Context: an optimization exercise on an open-source flow, tuned for small area, a short achievable clock period and few clock cycles per item. The choices shown serve that exercise and are no tape-out recipe.
The RTL was checked by simulation tests, not by an equivalence proof against the original design.

==> maple: inputs <==
Design log2_top, start of the top module:
module log2_top #(
  parameter int taylor_terms = 9
) (
  input  logic             clk,
  input  logic             arst_n,
  input  log2_pkg::float_t x,
  input  logic             start,
  output log2_pkg::float_t result,
  output logic             busy,
  output logic             done
);
make LEC_CHECK=0 ABC_AREA=1 CAP_MARGIN=20 CORE_MARGIN=2 CORE_UTILIZATION=40 SETUP_SLACK_MARGIN=4 SLEW_MARGIN=20 finish   # period 18.5 ns
run.sh (not shown) runs the stock make flow with config.mk's settings and CLKGATE_MAP_FILE= SYNTH_SCRIPT=/design/flow/synth_recipe.tcl, a recipe that flattens the netlist after the stock synthesis.
==> xenon (differences from maple) <==
--- a/flow/design.v
+++ b/flow/design.v
@@ -918,17 +918,17 @@
   logic [18:0] t_n;
   fp_mul_round u_rnd_r (
     .prod (mul_p[52:5]),
     .r    (rr)
   );
   assign t_n = rr[24] ? rr[19:1] : rr[18:0];
   logic [23:0] nv;
   always_comb begin
-    if (s_den)      nv = {1'b0, acc[22:0]};
+    if (s_den)      nv = {1'b0, k, tb};
     else if (s_red) nv = {5'b0, t_n};
     else            nv = 24'(25'h100_0000 - {1'b0, p_sig});   
   end
   fp_unpack u_norm (
     .v  (nv),
     .y  (ny),
     .lz (nlz)
   );
@@ -971,78 +971,58 @@
   assign accept = start && !busy;
   always_ff @(posedge clk or negedge arst_n) begin
     if (!arst_n) begin
       st   <= '0;
       cnt  <= '0;
       busy <= 1'b0;
       done <= 1'b0;
     end else begin
-      done <= 1'b0;
-      st   <= '0;
-      if (accept) begin
-        if (x_spec) begin
-          done <= 1'b1;
-        end else begin
-          busy <= 1'b1;
-          st[log2_pkg::st_sc]  <= x_pow2;
-          st[log2_pkg::st_den] <= !x_pow2 && x_den;
-          st[log2_pkg::st_red] <= !x_pow2 && !x_den;
-        end
-      end
-      if (s_den) st[log2_pkg::st_red] <= 1'b1;
-      if (s_red) begin
-        cnt <= 3'(taylor_terms - 2);
-        st[log2_pkg::st_hor] <= 1'b1;
-      end
-      if (s_hor) begin
-        cnt <= cnt - 3'd1;
-        st[log2_pkg::st_hor] <= (cnt != 3'd0);
-        st[log2_pkg::st_ln]  <= (cnt == 3'd0);
-      end
-      if (s_ln) st[log2_pkg::st_sc] <= 1'b1;
-      if (s_sc) begin
-        busy <= 1'b0;
-        done <= 1'b1;
-      end
+      st[log2_pkg::st_den] <= accept && !x_spec && !x_pow2 && x_den;
+      st[log2_pkg::st_red] <= (accept && !x_spec && !x_pow2 && !x_den) || s_den;
+      st[log2_pkg::st_hor] <= s_red || (s_hor && cnt != 3'd0);
+      st[log2_pkg::st_ln]  <= s_hor && cnt == 3'd0;
+      st[log2_pkg::st_sc]  <= (accept && !x_spec && x_pow2) || s_ln;
+      if (s_red || s_hor) cnt <= s_red ? 3'(taylor_terms - 2) : cnt - 3'd1;
+      busy <= accept ? !x_spec : busy && !s_sc;
+      done <= (accept && x_spec) || s_sc;
     end
   end
+  logic use_add, use_p, use_near, acc_en;
+  log2_pkg::float_t acc_d, near;
+  logic [18:0] tb_d;
+  always_comb begin
+    near     = {1'b1, 8'(8'd126 - {3'b0, nlz}), ny[22:0]};   
+    use_p    = (s_ln && k == '0) || (s_sc && e == '0);
+    use_near = s_sc && e == -9'sd1 && !p_zero && p_exp[7:0] == 8'd126;
+    use_add  = s_hor || (s_ln && k != '0) || (s_sc && e != '0 && !use_near);
+    acc_en   = accept || s_den || s_red || s_hor || s_ln || s_sc;
+    acc_d    = ({32{accept}} & (x_spec ? x_spec_val :
+                                {1'b0, x_pow2 ? 8'h00 : 8'h7f, recip_sig_x[22:0]}))
+             | ({32{s_den}} & {9'h07f, recip_sig_x[22:0]})
+             | ({32{s_red}} & log2_pkg::taylor_coef[32*(taylor_terms-1) +: 32])
+             | ({32{use_add}} & add_y)
+             | ({32{use_p}} & p)
+             | ({32{use_near}} & near);
+    tb_d     = ({19{accept}} & x[18:0])
+             | ({19{s_den}} & ny[18:0])
+             | ({19{s_red}} & ny[23:5])
+             | ({19{s_ln}} & {1'b1, (k == '0) ? p[22:5] : add_y[22:5]});
+  end
   always_ff @(posedge clk) begin
-    if (accept) begin
-      acc  <= x_spec ? x_spec_val : x_pow2 ? 32'h0 :
-              x_den ? x : {9'h07f, recip_sig_x[22:0]};
-      tb   <= x[18:0];
-      k    <= x[22:19];
-      e    <= {1'b0, x[30:23]} - 9'd127;
-    end
-    if (s_den) begin
-      acc <= {9'h07f, recip_sig_x[22:0]};
-      tb  <= ny[18:0];
-      k   <= ny[22:19];
-      e   <= 9'd386 - {4'b0, nlz};   
+    if (acc_en) acc <= acc_d;
+    if (accept || s_den || s_red || s_ln) tb <= tb_d;
+    if (accept || s_den) begin
+      k <= s_den ? ny[22:19] : x[22:19];
+      e <= s_den ? 9'd386 - {4'b0, nlz} : {1'b0, x[30:23]} - 9'd127;   
     end
     if (s_red) begin
-      acc  <= log2_pkg::taylor_coef[32*(taylor_terms-1) +: 32];
-      tb   <= ny[23:5];
       texp <= 8'd127 - {3'b0, nlz};
       tz   <= (t_n == '0);
     end
-    if (s_hor) acc <= add_y;
-    if (s_ln) begin
-      acc <= (k == '0) ? p : add_y;
-      tb  <= (k == '0) ? {1'b1, p[22:5]} : {1'b1, add_y[22:5]};
-    end
-    if (s_sc) begin
-      if (e == '0)
-        acc <= p;
-      else if (e == -9'sd1 && !p_zero && p_exp[7:0] == 8'd126)
-        acc <= {1'b1, 8'(8'd126 - {3'b0, nlz}), ny[22:0]};   
-      else
-        acc <= add_y;
-    end
   end
 endmodule
 `timescale 1ns/1ps
 module log2_top #(
   parameter int taylor_terms = 9
 ) (
   input  logic             clk,
   input  logic             arst_n,
==> flow/flow/run.sh (new file) <==
#!/bin/bash
# Standard layout (the standard.sh, all ORFS steps) with one change:
# synthesis maps adders to plain gates instead of extracting full and half
# adder cells (ADDER_MAP_FILE empty), so ABC sees whole arithmetic paths.
set -euo pipefail
bash standard.sh ADDER_MAP_FILE= finish > standard.log 2>&1
==> flow/standard.sh (new file) <==
#!/bin/bash
# synth_recipe.tcl (not shown) runs the flow's synth.tcl, then flattens the netlist and writes it again
# the make line also repeats each setting of config.mk as NAME=value (left out here)
make -C /OpenROAD-flow-scripts/flow DESIGN_CONFIG=/design/flow/config.mk WORK_HOME=/design/flow/orfs CLKGATE_MAP_FILE= SYNTH_SCRIPT=/design/flow/synth_recipe.tcl "${@:-finish}"
==> flow/config.mk (replaced) <==
export PLATFORM = sky130hd
export DESIGN_NAME = log2_top
export DESIGN_NICKNAME = log2_top
export VERILOG_FILES = /design/flow/design.v
export SDC_FILE = /design/flow/constraint.sdc
export NUM_CORES = 4
export LEC_CHECK = 0
export ABC_AREA = 1
export CAP_MARGIN = 20
export CORE_MARGIN = 2
export CORE_UTILIZATION = 40
export SETUP_SLACK_MARGIN = 5
export SLEW_MARGIN = 20
removed: flow/run.sh
==> indigo (differences from maple) <==
--- a/flow/design.v
+++ b/flow/design.v
@@ -661,31 +661,31 @@
 `timescale 1ns/1ps
 module fp_add (
   input  log2_pkg::float_t a,      
   input  logic [25:0]      r,      
   input  logic [4:0]       d,      
   input  logic             sub,    
   output log2_pkg::float_t y
 );
-  logic        rnd, stk;
+  logic        rnd;
   log2_pkg::sig_t sig_l, mant;
-  logic [27:0] r4, al, msk;
+  logic [59:0] wide;
   logic [26:0] small_al;
   logic [27:0] sum;
   logic [24:0] mr;
   logic [7:0]  ez;
   always_comb begin
     sig_l    = {1'b1, a[22:0]};
-    r4       = {r, 2'b00};
-    al       = r4 >> d;
-    msk      = ~(28'hfff_ffff << d);      
-    stk      = |(r4 & msk);
-    small_al = {al[25:0], stk};           
-    sum = {1'b0, sig_l, 3'b000} + ({1'b0, small_al} ^ {28{sub}}) + {27'b0, sub};
+    wide     = {1'b0, r, 3'b000, 30'b0} >> d;
+    small_al = {wide[56:31], |wide[30:0]};   
+    if (sub)
+      sum = {1'b0, sig_l, 3'b000} - {1'b0, small_al};
+    else
+      sum = {1'b0, sig_l, 3'b000} + {1'b0, small_al};
     ez = a[30:23];
     if (sum[27]) begin   
       sum = {1'b0, sum[27:2], sum[1] | sum[0]};
       ez  = ez + 8'd1;
     end else if (!sum[26]) begin
       sum = {sum[26:0], 1'b0};
       ez  = ez - 8'd1;
     end
@@ -848,28 +848,34 @@
   log2_pkg::tab_idx_t   k;
   assign result = acc;
   logic s_den, s_red, s_hor, s_ln, s_sc;
   assign s_den = st[log2_pkg::st_den];
   assign s_red = st[log2_pkg::st_red];
   assign s_hor = st[log2_pkg::st_hor];
   assign s_ln  = st[log2_pkg::st_ln];
   assign s_sc  = st[log2_pkg::st_sc];
-  logic [23:0]      recip_sig_x, rs_unused;
-  logic [28:0]      recip_k, rk_unused_x;
-  log2_pkg::float_t ln_val, ln_unused_x;
+  logic [23:0]      recip_sig_x, recip_sig_n, rs_unused;
+  logic [28:0]      recip_k, rk_unused_x, rk_unused_n;
+  log2_pkg::float_t ln_val, ln_unused_x, ln_unused_n;
   logic [28:0]      cm5;
   logic [23:0]      ny;
   logic [4:0]       nlz;
   log2_tables u_tab_x (   
-    .idx       (s_den ? ny[22:19] : x[22:19]),
+    .idx       (x[22:19]),
     .recip_sig (recip_sig_x),
     .recip_k   (rk_unused_x),
     .ln_val    (ln_unused_x)
   );
+  log2_tables u_tab_n (   
+    .idx       (ny[22:19]),
+    .recip_sig (recip_sig_n),
+    .recip_k   (rk_unused_n),
+    .ln_val    (ln_unused_n)
+  );
   log2_tables u_tab_k (
     .idx       (k),
     .recip_sig (rs_unused),
     .recip_k   (recip_k),
     .ln_val    (ln_val)
   );
   log2_cmul5 u_cm5 (
     .lo (acc[4:0]),
@@ -1009,17 +1015,17 @@
     if (accept) begin
       acc  <= x_spec ? x_spec_val : x_pow2 ? 32'h0 :
               x_den ? x : {9'h07f, recip_sig_x[22:0]};
       tb   <= x[18:0];
       k    <= x[22:19];
       e    <= {1'b0, x[30:23]} - 9'd127;
     end
     if (s_den) begin
-      acc <= {9'h07f, recip_sig_x[22:0]};
+      acc <= {9'h07f, recip_sig_n[22:0]};
       tb  <= ny[18:0];
       k   <= ny[22:19];
       e   <= 9'd386 - {4'b0, nlz};   
     end
     if (s_red) begin
       acc  <= log2_pkg::taylor_coef[32*(taylor_terms-1) +: 32];
       tb   <= ny[23:5];
       texp <= 8'd127 - {3'b0, nlz};
==> flow/config.mk (replaced) <==
export PLATFORM = sky130hd
export DESIGN_NAME = log2_top
export DESIGN_NICKNAME = log2_top
export VERILOG_FILES = /design/flow/design.v
export SDC_FILE = /design/flow/constraint.sdc
export NUM_CORES = 4
export LEC_CHECK = 0
export ABC_AREA = 1
export CAP_MARGIN = 20
export CORE_MARGIN = 2
export CORE_UTILIZATION = 40
export SLEW_MARGIN = 20
==> comparison <==
Critical path depth: indigo > maple > xenon.
Utilization, lowest first: xenon, indigo, maple.
Final cell count: indigo is higher than maple (5.3%).
Sequential share of layout area: maple > indigo > xenon.
Area after synthesis: maple < indigo < xenon.
The lowest clock skew belongs to maple, the highest to xenon.
Via count: xenon is larger than indigo (20%).
==> figures <==
                                                      maple         indigo          xenon
Cell repeated most along the worst path                 inv_1        nand2_1        nand2_1
Largest stage delay, worst path                       0.70 ns        0.73 ns        0.84 ns
Metal1 wirelength                               57900 microns  61100 microns  65900 microns
Synth Area in Adders                                    20.0%          20.1%        0.0263%
CP Launch Point                                   u_seq.st[4]    u_seq.st[4]     u_seq.k[0]
Vias in the first global route                          35700          36800          42400
Total routing usage reported by global routing          34.0%          32.9%          32.8%
Area of the core region                          0.0821 sq mm   0.0868 sq mm   0.0946 sq mm
Cell Count Post-Placement                                6458           6886           8500
Hold Path End                                      u_seq.busy     u_seq.busy   u_seq.cnt[0]
Status                               timing/DRC/antenna clean  timing/DRC/antenna clean  timing/DRC/antenna clean
Global-route met3 utilization                           4.22%          3.97%          4.10%
Met2 WL post-DR                                 68700 microns  68800 microns  74100 microns
Vias per cell                                            5.86           5.74           5.58
Arrival @ worst endpoint                             14.12 ns       16.74 ns       12.54 ns
Testbench counts of maple, summed over its fixed seeds: cycles 29,800, items 2,560.
Testbench counts of xenon, summed over its fixed seeds: cycles 29,800, items 2,560.
Testbench counts of indigo, summed over its fixed seeds: cycles 29,800, items 2,560.

-- what the ideal ports hide --
Ports are ideal in the flow. The routed layouts listed here were re-timed in OpenROAD.
Step 1: set_driving_cell puts a clkbuf_16 on clk and a buf_2 on each other input, an assumption about the parent block.
Step 2 adds t to the input delays and takes it off the output delays; t is the mean of the earliest and latest rising clock arrival at the registers after step 1. Input paths then give back, and output paths get back, about the clock's delay inside the block.
Slacks: no drivers / after step 1 / after step 2; pairs: no drivers / after step 1.
run | t, ns | slack for setup (ns) | clock arrival spread, ns | slew at the worst register clock pin (ns) | cell pins on the clock port's net
maple | 0.411 | 4.527 / 4.527 / 4.527 | 0.011 / 0.010 | 0.07 / 0.07 | 1
xenon | 0.418 | 6.037 / 6.037 / 6.037 | 0.016 / 0.016 | 0.08 / 0.08 | 1
indigo | 0.402 | 1.879 / 1.879 / 1.879 | 0.012 / 0.013 | 0.08 / 0.08 | 1
After both steps setup and hold are still met in every run listed.
